Background: an optimization exercise with open tools, aiming at small area. Do not read the settings as production practice.
RTL that was checked went through simulation tests only; none was proved equivalent to the original.
For run 1, only the layout was checked, not whether the RTL still works.
Power and IR drop assume default switching activity.

===== flow/flow/run.sh =====
#!/bin/bash
# The standard layout, with two changes: the port buffers are buf_1 cells, and
# clock tree synthesis uses clkbuf_8 buffers in clusters of at most 18 sinks,
# without dummy loads.
set -euo pipefail
cd "$(dirname "$0")/.."
export BUFFER_PORTS_ARGS="-buffer_cell sky130_fd_sc_hd__buf_1"
export CTS_ARGS="-sink_clustering_enable -repair_clock_nets -dont_use_dummy_load -buf_list sky130_fd_sc_hd__clkbuf_8 -sink_clustering_size 18 -sink_clustering_max_diameter 60"
bash standard.sh > standard.log 2>&1

===== flow/standard.sh =====
#!/bin/bash
# synth_recipe.tcl (not shown) runs the flow's synth.tcl, then flattens the netlist and writes it again
# the make line also repeats each setting of config.mk as NAME=value (left out here)
make -C /OpenROAD-flow-scripts/flow DESIGN_CONFIG=/design/flow/config.mk WORK_HOME=/design/flow/orfs CLKGATE_MAP_FILE= SYNTH_SCRIPT=/design/flow/synth_recipe.tcl "${@:-finish}"

===== flow/config.mk =====
export PLATFORM = sky130hd
export DESIGN_NAME = dsp_fpga_data
export DESIGN_NICKNAME = dsp_fpga_data
export VERILOG_FILES = /design/flow/design.v
export SDC_FILE = /design/flow/constraint.sdc
export NUM_CORES = 4
export LEC_CHECK = 0
export CAP_MARGIN = 20
export CORE_MARGIN = 2
export CORE_UTILIZATION = 60
export PLACE_DENSITY = 0.7
export SLEW_MARGIN = 20
export SYNTH_HIERARCHICAL = 1

===== flow/constraint.sdc =====
create_clock -name core_clock -period 5.0 [get_ports {mcbsp0_slaver_clkx}]
set_input_delay 1.0000 -clock core_clock [delete_from_list [all_inputs] [get_ports {mcbsp0_slaver_clkx}]]
set_output_delay 1.0000 -clock core_clock [all_outputs]
set_load 0.01 [all_outputs]

===== flow/design.v =====
package dsp_link_pkg;
  localparam int WORD_W      = 32;
  localparam int FRAME_WORDS = 20;   
  localparam int BUF_ADDR_W  = 6;    
  localparam int BANK1_BASE  = 32;   
  localparam int BIT_CNT_W   = 5;
  typedef logic [WORD_W-1:0]     word_t;
  typedef logic [2:0]            step_t;
  typedef logic [BUF_ADDR_W-1:0] buf_addr_t;
  typedef enum logic [WORD_W-1:0] {
    OPC_STEP0       = 32'hAAAA_0000,
    OPC_STEP1       = 32'hAAAA_1111,
    OPC_STEP2       = 32'hAAAA_2222,
    OPC_STEP3       = 32'hAAAA_3333,
    OPC_STEP4       = 32'hAAAA_4444,
    OPC_STEP5       = 32'hAAAA_5555,
    OPC_STEP6       = 32'hAAAA_6666,
    OPC_STEP7       = 32'hAAAA_7777,
    OPC_PART_SYN    = 32'hAAAA_AAAA,   
    OPC_FINE_DATA   = 32'h6666_6666,
    OPC_DECODE_DATA = 32'h5555_5555,
    OPC_LOSE        = 32'h1111_1111,
    OPC_COARSE_SYN  = 32'h4444_4444,
    OPC_FINE_SYN    = 32'h3333_3333,
    OPC_TX_DATA     = 32'h6666_9999    
  } opcode_t;
  typedef enum logic {RX_IDLE, RX_SHIFT} rx_state_t;
endpackage
module dsp_aoi222 (
  input  logic a1, a2, b1, b2, c1, c2,
  output logic y
);
  assign y = ~((a1 & a2) | (b1 & b2) | (c1 & c2));
endmodule
module dsp_aoi22 (
  input  logic a1, a2, b1, b2,
  output logic y
);
  assign y = ~((a1 & a2) | (b1 & b2));
endmodule
module dsp_ring_in (
  input  logic clk,
  input  logic s, s_n,   
  input  logic a, b,
  output logic q
);
  always_ff @(posedge clk) begin
    q <= (s & b) | (s_n & a);
  end
endmodule
module dsp_fpga_data (
  input  logic                    mcbsp0_slaver_clkx,
  input  logic                    cfg_rst,
  input  logic                    mcbsp0_slaver_fsx,
  input  logic                    mcbsp0_slaver_mosi,
  input  dsp_link_pkg::buf_addr_t read_addr,
  output dsp_link_pkg::word_t     send_data,
  output logic                    tx_send_start,
  output logic                    start_send,
  output dsp_link_pkg::step_t     send_step,
  output logic                    part_syn_start,
  output logic                    lose,
  output logic                    corase_end,
  output logic                    fine_end,
  output dsp_link_pkg::word_t     corase_syn_pos,
  output dsp_link_pkg::word_t     fine_syn_pos,
  output logic                    dsp_start_send,
  output logic                    flag_croase,
  output logic                    flag_fine,
  output logic                    croase_data_flag,
  output logic                    fine_data_flag,
  output logic                    decode_data_flag,
  output logic                    tx_data_flag
);
  localparam int W  = dsp_link_pkg::WORD_W;
  localparam int NW = dsp_link_pkg::FRAME_WORDS;
  typedef logic [dsp_link_pkg::BIT_CNT_W-1:0] cnt_t;
  dsp_link_pkg::rx_state_t rx_state;
  cnt_t                    bit_cnt;     
  dsp_link_pkg::word_t     rx_word_n;   
  logic                    rx_valid;    
  always_ff @(posedge mcbsp0_slaver_clkx) begin
    rx_word_n <= {rx_word_n[W-2:0], ~mcbsp0_slaver_mosi};
  end
  always_ff @(posedge mcbsp0_slaver_clkx) begin
    if (rx_state == dsp_link_pkg::RX_IDLE) begin
      bit_cnt <= '0;
    end else begin
      bit_cnt <= bit_cnt + cnt_t'(1);
    end
  end
  always_ff @(posedge mcbsp0_slaver_clkx or posedge cfg_rst) begin
    if (cfg_rst) begin
      rx_state <= dsp_link_pkg::RX_IDLE;
      rx_valid <= 1'b0;
    end else begin
      rx_valid <= 1'b0;
      case (rx_state)
        dsp_link_pkg::RX_IDLE: begin
          if (mcbsp0_slaver_fsx) begin   
            rx_state <= dsp_link_pkg::RX_SHIFT;
          end
        end
        dsp_link_pkg::RX_SHIFT: begin
          if (int'(bit_cnt) == W - 2) begin   
            rx_state <= dsp_link_pkg::RX_IDLE;
            rx_valid <= 1'b1;
          end
        end
        default: rx_state <= dsp_link_pkg::RX_IDLE;
      endcase
    end
  end
  dsp_link_pkg::opcode_t opc;
  logic                  send_start;
  logic                  send_start_d;
  assign opc = dsp_link_pkg::opcode_t'(~rx_word_n);
  assign start_send = send_start || send_start_d;
  always_ff @(posedge mcbsp0_slaver_clkx or posedge cfg_rst) begin
    if (cfg_rst) begin
      send_start_d <= 1'b0;
    end else begin
      send_start_d <= send_start;
    end
  end
  always_ff @(posedge mcbsp0_slaver_clkx or posedge cfg_rst) begin
    if (cfg_rst) begin
      send_start       <= 1'b0;
      send_step        <= '0;
      part_syn_start   <= 1'b0;
      lose             <= 1'b0;
      flag_croase      <= 1'b0;
      flag_fine        <= 1'b0;
      croase_data_flag <= 1'b0;
      fine_data_flag   <= 1'b0;
      decode_data_flag <= 1'b0;
      tx_data_flag     <= 1'b0;
      dsp_start_send   <= 1'b0;
    end else begin
      send_start       <= 1'b0;   
      part_syn_start   <= 1'b0;
      lose             <= 1'b0;
      flag_croase      <= 1'b0;
      flag_fine        <= 1'b0;
      croase_data_flag <= 1'b0;
      fine_data_flag   <= 1'b0;
      decode_data_flag <= 1'b0;
      tx_data_flag     <= 1'b0;
      if (rx_valid) begin
        case (opc)
          dsp_link_pkg::OPC_STEP0, dsp_link_pkg::OPC_STEP1,
          dsp_link_pkg::OPC_STEP2, dsp_link_pkg::OPC_STEP3,
          dsp_link_pkg::OPC_STEP4, dsp_link_pkg::OPC_STEP5,
          dsp_link_pkg::OPC_STEP6, dsp_link_pkg::OPC_STEP7: begin
            send_start <= 1'b1;
            send_step  <= dsp_link_pkg::step_t'(~rx_word_n[2:0]);   
          end
          dsp_link_pkg::OPC_PART_SYN: begin
            send_start       <= 1'b1;
            send_step        <= '0;
            part_syn_start   <= 1'b1;
            croase_data_flag <= 1'b1;
          end
          dsp_link_pkg::OPC_FINE_DATA: begin   
            send_start     <= 1'b1;
            fine_data_flag <= 1'b1;
          end
          dsp_link_pkg::OPC_DECODE_DATA: begin
            send_start       <= 1'b1;
            decode_data_flag <= 1'b1;
          end
          dsp_link_pkg::OPC_LOSE:       lose        <= 1'b1;
          dsp_link_pkg::OPC_COARSE_SYN: flag_croase <= 1'b1;
          dsp_link_pkg::OPC_FINE_SYN:   flag_fine   <= 1'b1;
          dsp_link_pkg::OPC_TX_DATA: begin
            tx_data_flag   <= 1'b1;
            dsp_start_send <= 1'b1;   
          end
          default: ;   
        endcase
      end
    end
  end
  logic                c_armed, f_armed;
  logic                c_none,  f_none;
  logic                c_take,  f_take;
  dsp_link_pkg::word_t c_pos_n, f_pos_n;
  assign c_take = c_armed && rx_valid;
  assign f_take = f_armed && rx_valid;
  always_ff @(posedge mcbsp0_slaver_clkx or posedge cfg_rst) begin
    if (cfg_rst) begin
      c_armed    <= 1'b0;
      f_armed    <= 1'b0;
      c_none     <= 1'b1;
      f_none     <= 1'b1;
      corase_end <= 1'b0;
      fine_end   <= 1'b0;
    end else begin
      if (corase_end) begin
        c_armed <= 1'b0;
      end else if (flag_croase) begin
        c_armed <= 1'b1;
      end
      if (fine_end) begin
        f_armed <= 1'b0;
      end else if (flag_fine) begin
        f_armed <= 1'b1;
      end
      corase_end <= c_take;
      fine_end   <= f_take;
      if (c_take) begin
        c_none <= 1'b0;
      end
      if (f_take) begin
        f_none <= 1'b0;
      end
    end
  end
  always_ff @(posedge mcbsp0_slaver_clkx) begin
    if (c_take) begin
      c_pos_n <= rx_word_n;
    end
    if (f_take) begin
      f_pos_n <= rx_word_n;
    end
  end
  assign corase_syn_pos = ~(c_pos_n | {W{c_none}});
  assign fine_syn_pos   = ~(f_pos_n | {W{f_none}});
  dsp_link_pkg::word_t ring0 [0:NW-1];
  dsp_link_pkg::word_t ring1 [0:NW-1];
  dsp_link_pkg::word_t hold_word;
  logic [4:0] phase;        
  logic [4:0] phase_nx;
  logic [4:0] wr_idx;       
  logic       wr_bank;      
  logic       pend;         
  logic       send_en;      
  logic       wr_en;
  logic       ins;
  logic [5:0] wr_sum;
  logic [5:0] rd_sum;
  assign wr_en    = send_en && rx_valid;
  assign phase_nx = (phase == 5'(NW - 1)) ? 5'd0 : phase + 5'd1;
  assign wr_sum   = {1'b0, wr_idx} + {1'b0, phase};
  assign ins      = pend && ((wr_sum == 6'(NW - 1)) || (wr_sum == 6'(2 * NW - 1)));
  always_ff @(posedge mcbsp0_slaver_clkx or posedge cfg_rst) begin
    if (cfg_rst) begin
      send_en <= 1'b0;
    end else if (tx_send_start) begin   
      send_en <= 1'b0;
    end else if (tx_data_flag) begin    
      send_en <= 1'b1;
    end
  end
  always_ff @(posedge mcbsp0_slaver_clkx or posedge cfg_rst) begin
    if (cfg_rst) begin
      phase         <= '0;
      wr_idx        <= '0;
      wr_bank       <= 1'b0;
      pend          <= 1'b0;
      tx_send_start <= 1'b0;
    end else begin
      phase         <= phase_nx;
      tx_send_start <= wr_en && (wr_idx == 5'(NW - 1));
      if (wr_en) begin
        pend <= 1'b1;
      end else if (ins) begin
        pend <= 1'b0;
        if (wr_idx == 5'(NW - 1)) begin   
          wr_idx  <= '0;
          wr_bank <= ~wr_bank;
        end else begin
          wr_idx <= wr_idx + 5'd1;
        end
      end
    end
  end
  logic ins0, ins0_n, ins1, ins1_n;
  assign ins0   = ins && !wr_bank;
  assign ins1   = ins &&  wr_bank;
  assign ins0_n = ~ins0;
  assign ins1_n = ~ins1;
  for (genvar b = 0; b < W; b++) begin : g_in
    dsp_ring_in u_in0 (
      .clk (mcbsp0_slaver_clkx), .s (ins0), .s_n (ins0_n),
      .a (ring0[NW-1][b]), .b (hold_word[b]), .q (ring0[0][b])
    );
    dsp_ring_in u_in1 (
      .clk (mcbsp0_slaver_clkx), .s (ins1), .s_n (ins1_n),
      .a (ring1[NW-1][b]), .b (hold_word[b]), .q (ring1[0][b])
    );
  end
  always_ff @(posedge mcbsp0_slaver_clkx) begin
    for (int k = 1; k < NW; k++) begin
      ring0[k] <= ring0[k-1];
      ring1[k] <= ring1[k-1];
    end
    if (wr_en) begin
      hold_word <= rx_word_n;
    end
  end
  logic [2*NW:0] rd_sel;      
  logic [4:0]    rd_pos;
  logic          rd_bank;
  logic          rd_hold;
  logic          rd_hold_nx;
  assign rd_sum = {1'b0, read_addr[4:0]} + {1'b0, phase_nx};
  assign rd_hold_nx = pend && (read_addr == {wr_bank, wr_idx});
  always_ff @(posedge mcbsp0_slaver_clkx) begin
    rd_pos  <= rd_hold_nx ? 5'd31 :
               (rd_sum >= 6'(NW)) ? 5'(rd_sum - 6'(NW)) : rd_sum[4:0];
    rd_bank <= read_addr[5];
    rd_hold <= rd_hold_nx;
  end
  always_comb begin
    for (int k = 0; k < NW; k++) begin
      rd_sel[k]      = !rd_bank && (rd_pos == 5'(k));
      rd_sel[NW + k] =  rd_bank && (rd_pos == 5'(k));
    end
    rd_sel[2*NW] = rd_hold;
  end
  dsp_link_pkg::word_t src [0:2*NW];
  logic [13:0]         grp_n [0:W-1];
  always_comb begin
    for (int k = 0; k < NW; k++) begin
      src[k]      = ring0[k];
      src[NW + k] = ring1[k];
    end
    src[2*NW] = hold_word;
  end
  for (genvar b = 0; b < W; b++) begin : g_bit
    for (genvar g = 0; g < 13; g++) begin : g_grp
      dsp_aoi222 u_aoi (
        .a1 (rd_sel[3*g]),     .a2 (src[3*g][b]),
        .b1 (rd_sel[3*g + 1]), .b2 (src[3*g + 1][b]),
        .c1 (rd_sel[3*g + 2]), .c2 (src[3*g + 2][b]),
        .y  (grp_n[b][g])
      );
    end
    dsp_aoi22 u_aoi_last (
      .a1 (rd_sel[39]), .a2 (src[39][b]),
      .b1 (rd_sel[40]), .b2 (src[40][b]),
      .y  (grp_n[b][13])
    );
    assign send_data[b] = &grp_n[b];
  end
endmodule

==> key figures, run 1 <==
Status
  – Status: complete, no violations

Yosys
  – Main area contributors after synthesis: dfxtp_1 69%, a222oi_1 11%, edfxtp_1 7.5%
  – Prevailing post-synth register cell: dfxtp_1
  – Yosys top cell by area: dfxtp_1
  – Number of flops mapped to enable cells by yosys: 96
  – Async SR Flop Fraction: ~2.4%
  – Synth Cell Area: between 0.03 and 0.04 sq mm
  – Yosys warns: 79
  – Yosys reg bits: 1455
  – Synth top area share: 69.3%
  – Mapped Cells: 2459
  – Register area share after synthesis: 79.1%
  – Netlist cell types: 56
  – Syn Area/Cell: 15.6 sq um
  – Mapped Nets: 2487

Timing
  – Slew @ Worst Pin: 1.25 ns
  – Setup TNS: 0 ns
  – Worst clock skew: around 0.062 ns
  – Fmax: 0.205 GHz
  – Hold Slack: 0.288 ns
  – Slew Limit Fails: 0
  – Rel. slew slack: 16.7%
  – RSZ-0062 raised after global routing: no
  – Min Clock Period, post-route: 4.89 ns
  – Period utilization: roughly 98%
  – Final setup violation count: 0
  – Hold Fails Final Rpt: 0

Clock network
  – PostCTS Resize Cnt: 0
  – Skew-Pair Late Insertion Delay: 0.74 ns
  – Clock root cell: clkbuf_8
  – Post CTS Setup Buffer Count: 0
  – CTS Sinks: 1455
  – Clk slew on worst S/H paths: approximately 0.11 ns
  – Cts-stage hold buffer count: 0
  – CTS tree: yes
  – Clock buffer depth: 3
  – H-tree levels: 3
  – CTS buffer count: 92

Die
  – Chip height: ~260 um
  – Cell Rows: 92
  – Die span in x: between 200 and 300 um
  – Initial Util: 60.7%
  – IO Count: 122
  – Core Area: 0.0631 sq mm
  – Die footprint: 0.0658 sq mm

Placement
  – Port bufs: 121
  – DP HPWL: 67.6 mm
  – GPL Wtd Cong: between 0.8 and 0.9
  – Placed Cells: around 3500

Global routing
  – First-pass GRT wire length: about 160 mm
  – Gr ovfl total: 0
  – Initial antenna violation count: 8
  – GRT Overall Usage: roughly 34%
  – Vias in the first global route: 24500
  – Pin count of the biggest net entering global routing: 36

Routing
  – Total wire length: 113 mm
  – DRC violations left: 0
  – WL per Instance: 31.5 um
  – 1st-iter DRT viols: 4752
  – Via count: 24600
  – Vias/cell: 6.86
  – Post-DRT Antenna Nets: 0
  – Pre-antenna DRT Iters: 8

Cells and area
  – Most common cell after layout, fill and taps aside: dfxtp_1
  – Final Instance Count excl. Fillers: 3578
  – Most frequent cells in the layout: 1323 x dfxtp_1, 416 x a222oi_1, 121 x buf_1
  – Layout cells sized above 1: 9.82%
  – Fin nets: 2760
  – Fillers: approximately 4500
  – Layout Area Growth over Synthesis: 9.54%

Worst hold path
  – Hold WC Path Type: reg2reg

Power and ir drop
  – Worst vdd ir: ~0.26 mV
  – Static leakage: approximately 0.015 uW
  – PwrDens: 411 mW/mm^2

Setup path
  – Setup crit start kind: flop
  – Crit path kind: reg2out
  – CP max FO: 20
  – Crit. End Element: primary output
  – Critical path required time: about 4.0 ns
  – Critical Path AT: 3.89 ns

Run
  – Max-cap violations: 0
[cells in the mapped netlist, types with 7 or more instances]
library cell and instances:
a222oi_1 416, a22o_1 65, a22oi_2 32, and2_1 7
clkbuf_1 13, dfrtp_1 33, dfxtp_1 1324, edfxtp_1 96
ha_1 16, inv_1 14, nand2_1 49, nand2b_1 7
nand3_1 10, nand4_1 105, nor2_1 124, nor2b_1 7
nor3_1 11, nor4_1 37, xnor2_1 14
[state kept, by name, summed over array words and instances, names as in the netlist, 3 cells and up]
signal / cells
phase: 5
g_in.u_in1.q: 32
ring1: 608
send_step: 3
g_in.u_in0.q: 32
ring0: 608
rd_pos: 5
wr_idx: 5
bit_cnt: 5
c_pos_n: 32
rx_word_n: 32
hold_word: 32
f_pos_n: 32
[Yosys stat by module (local to each module, per instance)]
module | area, sq um | flops+latches | copies in the design | cells inside
dsp_aoi222 | 10.0 | 0 | 416 | 1
dsp_fpga_data | 31900 | 1391 | 1 | 1883
dsp_aoi22 | 12.5 | 0 | 32 | 1
dsp_ring_in | 28.8 | 1 | 64 | 2
[critical path, cell delays in order, from the launching register on]
cell and delay, ns:
dfxtp_1 0.42, nand3b_1 0.56, nor2_4 0.31, buf_4 0.30, a222oi_1 0.46, nand4_1 0.21, nor4_1 0.69, buf_1 0.22
[where the power goes]
group          internal (uW)  total, uW  switching, uW
Sequential             11800      11800           89.7
Clock                   1660       4960           3300
Combinational           93.6        407            314
[worst paths after layout]
check,startpoint,end,slack (ns),cells after the start
worst min register to register,ring0[1][25],ring0[2][25],0.29,0
worst max register to register,wr_idx[0],g_in[13].u_in0.q,1.10,11
worst min-delay path,ring0[1][25],ring0[2][25],0.29,0
min in group asynchronous,cfg_rst,fine_data_flag,0.37,3
worst max-delay path,rd_pos[1],send_data[30],0.11,7
max in group asynchronous,cfg_rst,phase[2],4.25,3
[stage by stage]
step	power (uW)	worst slack, ns	utilization [%]	instance area [sq um]
3_5_place_dp	12500	0.811	64.4	40600
2_1_floorplan	12200	1.04	-	38300
6_report	17200	0.110	66.4	41900
5_1_grt	17700	0.0571	66.4	41900
4_1_cts	17200	0.0143	66.4	41900
3_3_place_gp	12500	0.930	64.3	40600
[logic make-up (layout without fill, tap and decap cells)]
family                   Yosys count  count (layout)  synth area share [%]
other                              0               2                     0
buffers and inverters             28             299                 0.285
multiplexers                       8               8                 0.245
XOR/XNOR                          18              18                 0.412
flip-flops                      1455            1455                  79.1
AO/OA/AOI/OAI                    541             541                  14.0
AND/OR/NAND/NOR                  391             391                  5.34
adder cells (fa/ha/maj)           18              18                 0.628
[routing by layer]
layer	routed length [um]	vias up	GRT usage, %	part of all wire (%)
li1	-	10300	-	-
met1	43700	12100	47.1	39
met2	48900	1745	50.8	43
met3	15300	330	8.56	14
met4	4810	2	13.0	4.3
met5	11	-	0	0.0098
[cell type report]
type | count | area (sq um) | share of cell area (%)
antenna | 2 | 5.00 | 0.0119
clock buffer | 92 | 1270 | 3.02
inverter | 14 | 52.6 | 0.125
multi-input combinational | 976 | 8190 | 19.5
sequential | 1455 | 30300 | 72.2
tap | 846 | 1060 | 2.53
timing repair buffer | 193 | 1060 | 2.54
==> run 2: changes to the inputs <==
--- a/flow/design.v
+++ b/flow/design.v
@@ -304,17 +304,14 @@
   logic          rd_bank;
   logic          rd_hold;
-  logic          rd_hold_nx;
   assign rd_sum = {1'b0, read_addr[4:0]} + {1'b0, phase_nx};
-  assign rd_hold_nx = pend && (read_addr == {wr_bank, wr_idx});
   always_ff @(posedge mcbsp0_slaver_clkx) begin
-    rd_pos  <= rd_hold_nx ? 5'd31 :
-               (rd_sum >= 6'(NW)) ? 5'(rd_sum - 6'(NW)) : rd_sum[4:0];
+    rd_pos  <= (rd_sum >= 6'(NW)) ? 5'(rd_sum - 6'(NW)) : rd_sum[4:0];
     rd_bank <= read_addr[5];
-    rd_hold <= rd_hold_nx;
+    rd_hold <= pend && (read_addr == {wr_bank, wr_idx});
   end
   always_comb begin
     for (int k = 0; k < NW; k++) begin
-      rd_sel[k]      = !rd_bank && (rd_pos == 5'(k));
-      rd_sel[NW + k] =  rd_bank && (rd_pos == 5'(k));
+      rd_sel[k]      = !rd_hold && !rd_bank && (rd_pos == 5'(k));
+      rd_sel[NW + k] = !rd_hold &&  rd_bank && (rd_pos == 5'(k));
     end
     rd_sel[2*NW] = rd_hold;
--- a/flow/config.mk
+++ b/flow/config.mk
@@ -9,5 +9,5 @@
 export CORE_MARGIN = 2
 export CORE_UTILIZATION = 60
-export PLACE_DENSITY = 0.7
+export PLACE_DENSITY = 0.8
 export SLEW_MARGIN = 20
 export SYNTH_HIERARCHICAL = 1
==> key figures, run 2 <==
Timing
  – Fmax: 0.199 GHz
  – Period utilization: 101%
  – Hold Fails Final Rpt: 0
  – Worst Slack Setup Final: -0.0285 ns
  – RSZ-0062 raised after global routing: yes
  – Final setup violation count: 1
  – Min Clock Period, post-route: 5.03 ns
  – Slew @ Worst Pin: 1.28 ns
  – Worst clock skew: between 0.09 and 0.1 ns
  – Setup TNS: -0.0285 ns
  – Slew Limit Fails: 0
  – Rel. slew slack: 14.4%

Cells and area
  – Layout cells sized above 1: 8.89%
  – Footprint of the multi-input gates: 0.00813 sq mm
  – Top Registers: ring0: 608 flops, ring1: 608 flops
  – Fin area: 0.0418 sq mm
  – FF/Latch Area: 0.0303 sq mm
  – Most frequent cells in the layout: 1323 x dfxtp_1, 416 x a222oi_1, 121 x buf_1
  – Layout Area Growth over Synthesis: 9.50%
  – Fillers: 4270
  – Fin nets: ~2700
  – Most common cell after layout, fill and taps aside: dfxtp_1
  – Core Util, Final: 66.4%

Routing
  – Met2 Wirelength: 46.7 mm
  – Vias/cell: 6.85
  – Total wire length: 107 mm
  – Post-DRT Antenna Nets: 0
  – DRC violations left: 0
  – 1st-iter DRT viols: 4608
  – Met1 WL: ~40 mm
  – Top routing layer in use: met5
  – Pre-antenna DRT Iters: 10
  – WL per Instance: around 30 um
  – WL met3: 14.9 mm
  – Via count: 24400

Setup path
  – R2r setup slk: 1.15 ns
  – Critical Path AT: 4.03 ns
  – Setup crit start kind: flop
  – Critical path required time: 4.00 ns
  – CP max FO: 23
  – Crit path kind: reg2out
  – Crit. End Element: primary output

Global routing
  – Pin count of the biggest net entering global routing: 36
  – First-pass GRT wire length: 157 mm
  – Gr ovfl total: 0
  – Vias in the first global route: about 25000
  – Initial antenna violation count: 7
  – GRT Overall Usage: between 30% and 40%

Yosys
  – Netlist cell types: 48
  – Yosys top cell by area: dfxtp_1
  – Post-Synth Simple-Gate Area: under 10%
  – Syn Area/Cell: 15.5 sq um
  – Main area contributors after synthesis: dfxtp_1 69%, a222oi_1 11%, edfxtp_1 7.6%
  – Compound-Gate Fraction of Synth Area: 13.9%
  – Synth Area in Adders: less than 1%
  – Mapped Cells: 2457
  – Synth top area share: a little over two thirds
  – Prevailing post-synth register cell: dfxtp_1
  – Register area share after synthesis: 79.3%
  – Yosys reg bits: 1455
  – Top cells by count, synth: 1324 x dfxtp_1, 416 x a222oi_1, 121 x nor2_1
  – Yosys warns: between 70 and 80
  – Synth Cell Area: 0.0382 sq mm
  – Mux cell area share after synthesis: less than 1%
  – Mapped Nets: 2485
  – Async SR Flop Fraction: 2.41%
  – Most common cell in the netlist: dfxtp_1
  – Combinational family with the most area after synthesis: compound AO/OA/AOI/OAI gates
  – Post-Synth XOR/XNOR Area: 0.413%
  – Number of flops mapped to enable cells by yosys: 96

Placement
  – Port bufs: roughly 120
  – DP HPWL: 65.1 mm
  – Placed Area: 0.0404 sq mm
  – GPL Wtd Cong: 0.914

Power and ir drop
  – Worst vdd ir: 0.244 mV
  – Static leakage: 0.0152 uW
  – Sw Ratio: 21.5%
  – Flop pwr share: 68.8%
  – NetSw: 3700 uW
  – Clock power frac: 28.8%
  – Comb pwr share: under 10%
  – Total power draw: 17200 uW
  – Internal power: 13500 uW
  – PwrDens: 412 mW/mm^2

Status
  – Status: complete, but fails checks
  – Layout check failures: setup timing

Clock network
  – Clk slew on worst S/H paths: about 0.12 ns
  – Cts-stage hold buffer count: 0
  – H-tree levels: 3
  – Clock root cell: clkbuf_8
  – CTS Sinks: 1455
  – Clock buffer depth: 3
  – CTS buffer count: 92
  – CTS tree: yes
  – Skew-Pair Late Insertion Delay: 0.76 ns
  – Post CTS Setup Buffer Count: 0

Die
  – Core Area: roughly 0.063 sq mm
  – Cell Rows: 92
  – Die span in x: 256 um
  – Initial Util: between 60 and 70%
  – IO Count: ~120
  – Die footprint: 0.0656 sq mm
  – Chip height: 256 um

Worst hold path
  – Hold WC Path Type: reg2reg

Run
  – Max-cap violations: 0
run 2: power by group through the flow:
stage / combinational [uW] / sequential [uW] / clock (uW)
detailed placement: 370 / 12100 / 0
floorplan: 168 / 12100 / 0
global placement: 351 / 12100 / 0
CTS: 371 / 11800 / 4980
global route: 404 / 11800 / 5380
finish: 398 / 11800 / 4960
run 2: final timing paths:
check / start / to / depth (start not counted)
min reg2reg: ring1[2][9] / ring1[3][9] / 0
min in group asynchronous: cfg_rst / fine_end / 3
max: rd_hold / send_data[3] / 8
min: ring1[2][9] / ring1[3][9] / 0
max reg2reg: wr_idx[0] / g_in[9].u_in0.q / 10
max in group asynchronous: cfg_rst / c_none / 3
run 2: cell families after synthesis:
group                      after synthesis
and+or+nand+nor                        395
buffers and inverters                   26
DFF                                   1455
xor gates and xnor gates                18
adders and majority gates               18
AOI/OAI and AO/OA                      540
muxes                                    5
run 2: modules after synthesis (local to each module, per instance):
| module | copies in the design | flip-flops and latches | cells inside |
|---|---|---|---|
| dsp_aoi22 | 32 | 0 | 1 |
| dsp_aoi222 | 416 | 0 | 1 |
| dsp_fpga_data | 1 | 1391 | 1881 |
| dsp_ring_in | 64 | 1 | 2 |
run 2: layout make-up:
cell class,instances,area share (%)
well taps,846,2.53
clock buffers,92,3.03
multi-input cells,976,19.5
diodes,3,0.0180
repair buffers,176,2.43
inverters,12,0.108
flip-flops and latches,1455,72.4
run 2: repair_timing:
item	4_1_cts	5_1_grt
resized for setup	3	3
endpoints found under the setup margin	5	14
endpoints found under the hold margin	0	0
gates cloned	0	0
run 2: metal layers:
metal / track usage, % / vias up
li1: - / 10300
met1: 43.5 / 12000
met2: 48.0 / 1744
met3: 9.02 / 323
met4: 14.1 / 2
met5: 0 / -
run 2: stage by stage:
step           cells  setup slack [ns]  hold WS (ns)
2_1_floorplan   2457             0.118         0.330
3_3_place_gp    3460             0.815         0.333
3_5_place_dp    3461             0.757         0.335
4_1_cts         3553            0.0682         0.266
5_1_grt         3558           -0.0764         0.279
6_report        3560           -0.0285         0.276
run 2: worst max-delay path: stages (launching register included):
cell	delay, ns
dfxtp_2	0.48
nor2b_1	0.42
nand2_1	0.38
nor2_4	1.07
buf_4	0.38
a222oi_1	0.15
nand4_1	0.15
nor4_2	0.08
buf_1	0.14
==> run 3: changes to the inputs <==
--- a/flow/config.mk
+++ b/flow/config.mk
@@ -9,5 +9,5 @@
 export CORE_MARGIN = 2
 export CORE_UTILIZATION = 60
-export PLACE_DENSITY = 0.8
+export PLACE_DENSITY = 0.7
 export SLEW_MARGIN = 20
 export SYNTH_HIERARCHICAL = 1
==> key figures, run 3 <==
Die
  – Die footprint: 0.0656 sq mm
  – Initial Util: approximately 60%
  – IO Count: 122
  – Chip height: 256 um
  – Die span in x: 256 um
  – Core Area: 0.0630 sq mm
  – Cell Rows: 92

Timing
  – Min Clock Period, post-route: between 4 and 5 ns
  – Final setup violation count: 0
  – Worst clock skew: 0.0539 ns
  – Period utilization: 96.8%
  – Hold Fails Final Rpt: 0
  – RSZ-0062 raised after global routing: no
  – Fmax: 0.207 GHz
  – Slew Limit Fails: 0
  – Slew @ Worst Pin: between 1 and 1.5 ns
  – Rel. slew slack: 14.7%
  – Setup TNS: 0 ns

Placement
  – Placed Cells: 3457
  – Port bufs: 121
  – DP HPWL: roughly 66 mm
  – GPL Wtd Cong: 0.861

Yosys
  – Main area contributors after synthesis: dfxtp_1 69%, a222oi_1 11%, edfxtp_1 7.6%
  – Register area share after synthesis: 79.3%
  – Mapped Cells: 2457
  – Mapped Nets: around 2500
  – Synth Cell Area: 0.0382 sq mm
  – Yosys reg bits: 1455
  – Synth top area share: between 60 and 70%
  – Netlist cell types: 48
  – Yosys top cell by area: dfxtp_1
  – Most common cell in the netlist: dfxtp_1
  – Syn Area/Cell: 15.5 sq um
  – Number of flops mapped to enable cells by yosys: 96
  – Prevailing post-synth register cell: dfxtp_1
  – Yosys warns: 79
  – Top cells by count, synth: 1324 x dfxtp_1, 416 x a222oi_1, 121 x nor2_1
  – Async SR Flop Fraction: 2.41%

Cells and area
  – Footprint of the multi-input gates: 0.00813 sq mm
  – Layout cells sized above 1: 8.77%
  – Fin nets: 2743
  – Layout Area Growth over Synthesis: 9.26%
  – Most common cell after layout, fill and taps aside: dfxtp_1
  – Top Registers: ring0: 608 flops, ring1: 608 flops
  – Core Util, Final: 66.2%
  – FF/Latch Area: 0.0303 sq mm
  – Final Instance Count excl. Fillers: between 3000 and 4000
  – Most frequent cells in the layout: 1323 x dfxtp_1, 416 x a222oi_1, 121 x buf_1
  – Fillers: 4494

Power and ir drop
  – PwrDens: between 400 and 500 mW/mm^2
  – Flop pwr share: between 60% and 70%
  – Internal power: 13500 uW
  – Sw Ratio: between 20% and 30%
  – NetSw: 3690 uW
  – Static leakage: 0.0152 uW
  – Clock power frac: between 20% and 30%
  – Comb pwr share: 2.3%
  – Total power draw: around 17000 uW
  – Worst vdd ir: 0.223 mV

Setup path
  – Critical path required time: 4.00 ns
  – Crit. End Element: primary output
  – Slowest stage cell on the critical path: nor2_4
  – Setup crit start kind: flop
  – Crit-path max cell delay: 0.99 ns
  – Cell family with most CP delay: simple AND/OR/NAND/NOR gates
  – Crit path buf inv count: 2
  – Critical Path AT: around 3.8 ns
  – Crit path from: rd_bank
  – CP Cell Sequence: nor2b_1, nand2_1, nor2_4, buf_4, a222oi_1, nand4_1, nor4_1, buf_1
  – CP max FO: 22
  – Crit path kind: reg2out
  – Reg2reg start: wr_idx[0]

Worst hold path
  – Hold Startpoint: ring0[14][24]
  – Hold WC Path Type: reg2reg

Clock network
  – CTS Sinks: 1455
  – CTS buffer count: 91
  – CTS tree: yes
  – Clock root cell: clkbuf_8
  – Clock buffer depth: 3
  – H-tree levels: 3
  – Clk slew on worst S/H paths: 0.11 ns
  – Skew-Pair Late Insertion Delay: 0.72 ns

Routing
  – Total wire length: around 110 mm
  – Via count: 24100
  – Pre-antenna DRT Iters: 7
  – 1st-iter DRT viols: 4192
  – Vias/cell: 6.77
  – DRC violations left: 0
  – Post-DRT Antenna Nets: 0
  – WL per Instance: 30.5 um

Global routing
  – GRT Overall Usage: 32.1%
  – First-pass GRT wire length: 157 mm
  – Gr ovfl total: 0
  – Vias in the first global route: about 25000
  – Initial antenna violation count: 3
  – Pin count of the biggest net entering global routing: 36

Run
  – Max-cap violations: 0

Status
  – Status: complete, no violations
-- run 3: cell type report --
type	instances	share of cell area, %
Antenna cell	1	0.00600
Clock buffer	91	3.00
Inverter	12	0.108
Multi-Input combinational cell	979	19.5
Sequential cell	1455	72.6
Tap cell	846	2.54
Timing Repair Buffer	176	2.25
-- run 3: worst paths after layout --
check,slack [ns],end,depth (start not counted)
min in group asynchronous,0.38,fine_end,3
worst max register to register,1.21,g_in[19].u_in0.q,10
worst min register to register,0.33,ring0[15][24],0
worst max-delay path,0.16,send_data[14],8
max in group asynchronous,4.29,f_none,3
worst min-delay path,0.33,ring0[15][24],0
-- run 3: per-layer routing --
metal	up-vias	GRT usage, %	share of wire, %
li1	10300	-	-
met1	12100	44.7	40
met2	1441	47.9	43
met3	224	9.27	12
met4	0	11.7	3.7
met5	-	0	0
-- run 3: cell families after synthesis --
logic type,synth area share [%]
buffers and inverters,0.266
flip-flops,79.3
multiplexers,0.141
adder cells (fa/ha/maj),0.629
AND/OR/NAND/NOR,5.31
XOR/XNOR,0.413
AO/OA/AOI/OAI,13.9
-- run 3: metrics by stage --
| stage | hold slack [ns] | cell area, sq um | setup WS (ns) |
|---|---|---|---|
| final | 0.332 | 41700 | 0.159 |
| after global routing | 0.326 | 41700 | 0.0891 |
| after CTS | 0.327 | 41500 | 0.0777 |
| after detailed placement | 0.335 | 40300 | 0.886 |
| after global placement | 0.331 | 40300 | 0.941 |
| after floorplan | 0.330 | 38200 | 0.118 |
-- run 3: what timing repair did --
action                                  CTS  global route
endpoints found under the setup margin    0            10
resized for setup                         0             6
buffers inserted                          0             4
hold buffers                              0             0
-- run 3: modules after synthesis (local to each module, per instance) --
module / times used / cells / flops+latches / cell area, sq um
dsp_ring_in: 64 / 2 / 1 / 28.8
dsp_aoi22: 32 / 1 / 0 / 12.5
dsp_fpga_data: 1 / 1881 / 1391 / 31800
dsp_aoi222: 416 / 1 / 0 / 10.0
-- run 3: power groups by stage --
stage,clock network [uW],registers [uW],logic (uW)
floorplan,0,12100,168
global placement,0,12100,346
detailed placement,0,12100,358
CTS,4980,11800,358
global route,5410,11800,405
finish,4950,11800,393
==> run 4: changes to the inputs <==
==> flow/flow/run.sh (replaced) <==
#!/bin/bash
# The standard layout, with two changes: the port buffers are buf_1 cells, and
# clock tree synthesis uses clkbuf_8 buffers in clusters of at most 20 sinks,
# without dummy loads.
set -euo pipefail
cd "$(dirname "$0")/.."
export BUFFER_PORTS_ARGS="-buffer_cell sky130_fd_sc_hd__buf_1"
export CTS_ARGS="-sink_clustering_enable -repair_clock_nets -dont_use_dummy_load -buf_list sky130_fd_sc_hd__clkbuf_8 -sink_clustering_size 20 -sink_clustering_max_diameter 60"
bash standard.sh > standard.log 2>&1
==> key figures, run 4 <==
Status
  – Status: complete, no violations

Die
  – Die footprint: 0.0656 sq mm
  – Core Area: 0.0630 sq mm
  – Cell Rows: 92
  – IO Count: 122
  – Initial Util: 60.6%
  – Die span in x: 256 um
  – Chip height: about 260 um

Clock network
  – Clock root cell: clkbuf_8
  – Cts-stage hold buffer count: 0
  – CTS tree: yes
  – CTS Sinks: about 1500
  – Post CTS Setup Buffer Count: 0
  – Clock buffer depth: 3
  – H-tree levels: 3
  – Clk slew on worst S/H paths: about 0.12 ns
  – CTS buffer count: 84
  – Skew-Pair Late Insertion Delay: around 0.72 ns

Cells and area
  – Core Util, Final: between 60 and 70%
  – Most frequent cells in the layout: 1323 x dfxtp_1, 416 x a222oi_1, 121 x buf_1
  – Fin nets: 2729
  – Most common cell after layout, fill and taps aside: dfxtp_1
  – Fin area: around 0.042 sq mm
  – Layout cells sized above 1: 8.26%
  – Final Instance Count excl. Fillers: 3548
  – Layout Area Growth over Synthesis: 8.88%
  – Top Registers: ring0: 608 flops, ring1: 608 flops

Timing
  – Slew @ Worst Pin: 1.21 ns
  – Rel. slew slack: around a fifth
  – Min Clock Period, post-route: 4.94 ns
  – Fmax: 0.203 GHz
  – Worst clock skew: 0.0574 ns
  – Hold Fails Final Rpt: 0
  – Final setup violation count: 0
  – Setup TNS: 0 ns
  – Period utilization: 98.7%
  – RSZ-0062 raised after global routing: no
  – Slew Limit Fails: 0

Yosys
  – Prevailing post-synth register cell: dfxtp_1
  – Netlist cell types: 48
  – Syn Area/Cell: 15.5 sq um
  – Synth Cell Area: approximately 0.038 sq mm
  – Async SR Flop Fraction: 2.41%
  – Yosys warns: 79
  – Top cells by count, synth: 1324 x dfxtp_1, 416 x a222oi_1, 121 x nor2_1
  – Main area contributors after synthesis: dfxtp_1 69%, a222oi_1 11%, edfxtp_1 7.6%
  – Number of flops mapped to enable cells by yosys: 96
  – Register area share after synthesis: between 70% and 80%
  – Synth top area share: 69.4%
  – Yosys reg bits: 1455
  – Mapped Nets: 2485
  – Mapped Cells: 2457
  – Most common cell in the netlist: dfxtp_1
  – Yosys top cell by area: dfxtp_1

Routing
  – 1st-iter DRT viols: 3833
  – Pre-antenna DRT Iters: 10
  – Total wire length: around 110 mm
  – DRC violations left: 0
  – Via count: 24000
  – Post-DRT Antenna Nets: 0
  – WL per Instance: 30.2 um
  – Vias/cell: slightly below 7

Power and ir drop
  – Worst vdd ir: 0.283 mV
  – Static leakage: 0.0151 uW
  – PwrDens: 409 mW/mm^2

Placement
  – DP HPWL: 65.6 mm
  – GPL Wtd Cong: between 0.8 and 0.9
  – Port bufs: 121
  – Placed Cells: 3457
  – Placed Area: between 0.04 and 0.05 sq mm

Setup path
  – Setup crit start kind: flop
  – Crit path kind: reg2out
  – Crit. End Element: primary output
  – Critical Path AT: 3.94 ns
  – Critical path required time: around 4 ns
  – CP max FO: 22

Global routing
  – Gr ovfl total: 0
  – Initial antenna violation count: 3
  – Vias in the first global route: 24500
  – GRT Overall Usage: 32.1%
  – Pin count of the biggest net entering global routing: 36
  – First-pass GRT wire length: 157 mm

Run
  – Max-cap violations: 0

Worst hold path
  – Hold WC Path Type: reg2reg
-- run 4: cell types whose count changed in the layout (fill, tap and decap cells not counted), moves of 2 or more --
cell | previous run | this run
buf_4 | 51 | 47
clkbuf_8 | 91 | 84
diode_2 | 1 | 3
nor2_2 | 2 | 0
-- run 4: Yosys stat by module (local to each module, per instance) --
module / flops+latches / times used / area [sq um] / cells
dsp_aoi22: 0 / 32 / 12.5 / 1
dsp_aoi222: 0 / 416 / 10.0 / 1
dsp_fpga_data: 1391 / 1 / 31800 / 1881
dsp_ring_in: 1 / 64 / 28.8 / 2
-- run 4: metal layers --
layer	routed length, um	global-route usage (%)	vias up
met2	46900	48.4	1411
met3	12800	9.26	216
met5	0	0	-
met1	43600	44.5	12100
met4	3770	11.3	0
li1	-	-	10300
-- run 4: cell type report --
cell class | instances | area (sq um)
repair buffers | 172 | 917
multi-input cells | 976 | 8100
diodes | 3 | 7.51
fillers | 4512 | 21400
inverters | 12 | 45.0
clock buffers | 84 | 1160
well taps | 846 | 1060
flip-flops and latches | 1455 | 30300
-- run 4: final timing paths --
path                                     from          endpoint  slack (ns)  cells past startpoint
max in group asynchronous             cfg_rst            c_none        4.25                      3
worst max register to register      wr_idx[0]  g_in[12].u_in0.q        1.20                     10
worst max-delay path                rd_pos[0]     send_data[14]        0.06                      7
worst min-delay path            ring1[18][10]     ring1[19][10]        0.29                      0
worst min register to register  ring1[18][10]     ring1[19][10]        0.29                      0
min in group asynchronous             cfg_rst     tx_send_start        0.38                      3
-- run 4: stage by stage --
| stage | worst slack, ns | hold WS [ns] | power [uW] |
|---|---|---|---|
| after global placement | 0.941 | 0.331 | 12400 |
| final | 0.0628 | 0.290 | 17000 |
| after detailed placement | 0.886 | 0.335 | 12500 |
| after CTS | 0.0704 | 0.296 | 17000 |
| after floorplan | 0.118 | 0.330 | 12200 |
| after global routing | 0.000941 | 0.300 | 17500 |
-- run 4: power breakdown --
| part | leakage (uW) | switching, uW | total, uW | internal [uW] |
|---|---|---|---|---|
| Clock | 0.000604 | 3260 | 4780 | 1520 |
| Combinational | 0.00251 | 293 | 377 | 83.9 |
| Sequential | 0.0120 | 82.8 | 11800 | 11800 |
| Total | 0.0151 | 3630 | 17000 | 13400 |
-- run 4: cell families after synthesis --
| kind of cell | Yosys count | share of synthesized area [%] |
|---|---|---|
| XOR/XNOR | 18 | 0.413 |
| AND/OR/NAND/NOR | 395 | 5.31 |
| multiplexers | 5 | 0.141 |
| adder cells (fa/ha/maj) | 18 | 0.629 |
| flip-flops | 1455 | 79.3 |
| buffers and inverters | 26 | 0.266 |
| AO/OA/AOI/OAI | 540 | 13.9 |
-- run 4: critical path: stages (launching register included) --
cell and delay [ns]:
dfxtp_1 0.57, or3b_2 0.70, nor2_4 0.97, buf_4 0.40
a222oi_1 0.19, nand4_1 0.14, nor4_1 0.08, buf_1 0.15
-- run 4: what timing repair did --
| action | in CTS | in global routing |
|---|---|---|
| endpoints found under the setup margin | 0 | 7 |
| endpoints found under the hold margin | 0 | 0 |
| gates resized for setup | 0 | 3 |

[port drivers added, routing unchanged]
The flow's constraints put no driver on any port. The routed layouts listed below were extracted and timed again, unchanged, in two steps. Step 1: set_driving_cell puts a clkbuf_16 on mcbsp0_slaver_clkx and a buf_2 on each other input, an assumption about the parent block. Step 2 times the ports against the registers' clock, not the clock port: input delays grow and output delays shrink by t, the midpoint of the rising clock arrivals with the driver on. Slacks: no drivers / after step 1 / after step 2; pairs: no drivers / after step 1.
run | t, ns | setup slack, ns | hold WS [ns]
run 1 | 0.770 | 0.110 / 0.046 / 0.817 | 0.288 / 0.288 / 0.288
run 2 | 0.773 | -0.029 / -0.088 / 0.685 | 0.276 / 0.276 / 0.276
run 3 | 0.758 | 0.159 / 0.096 / 0.854 | 0.332 / 0.332 / 0.332
run 4 | 0.756 | 0.063 / -0.003 / 0.753 | 0.290 / 0.290 / 0.290
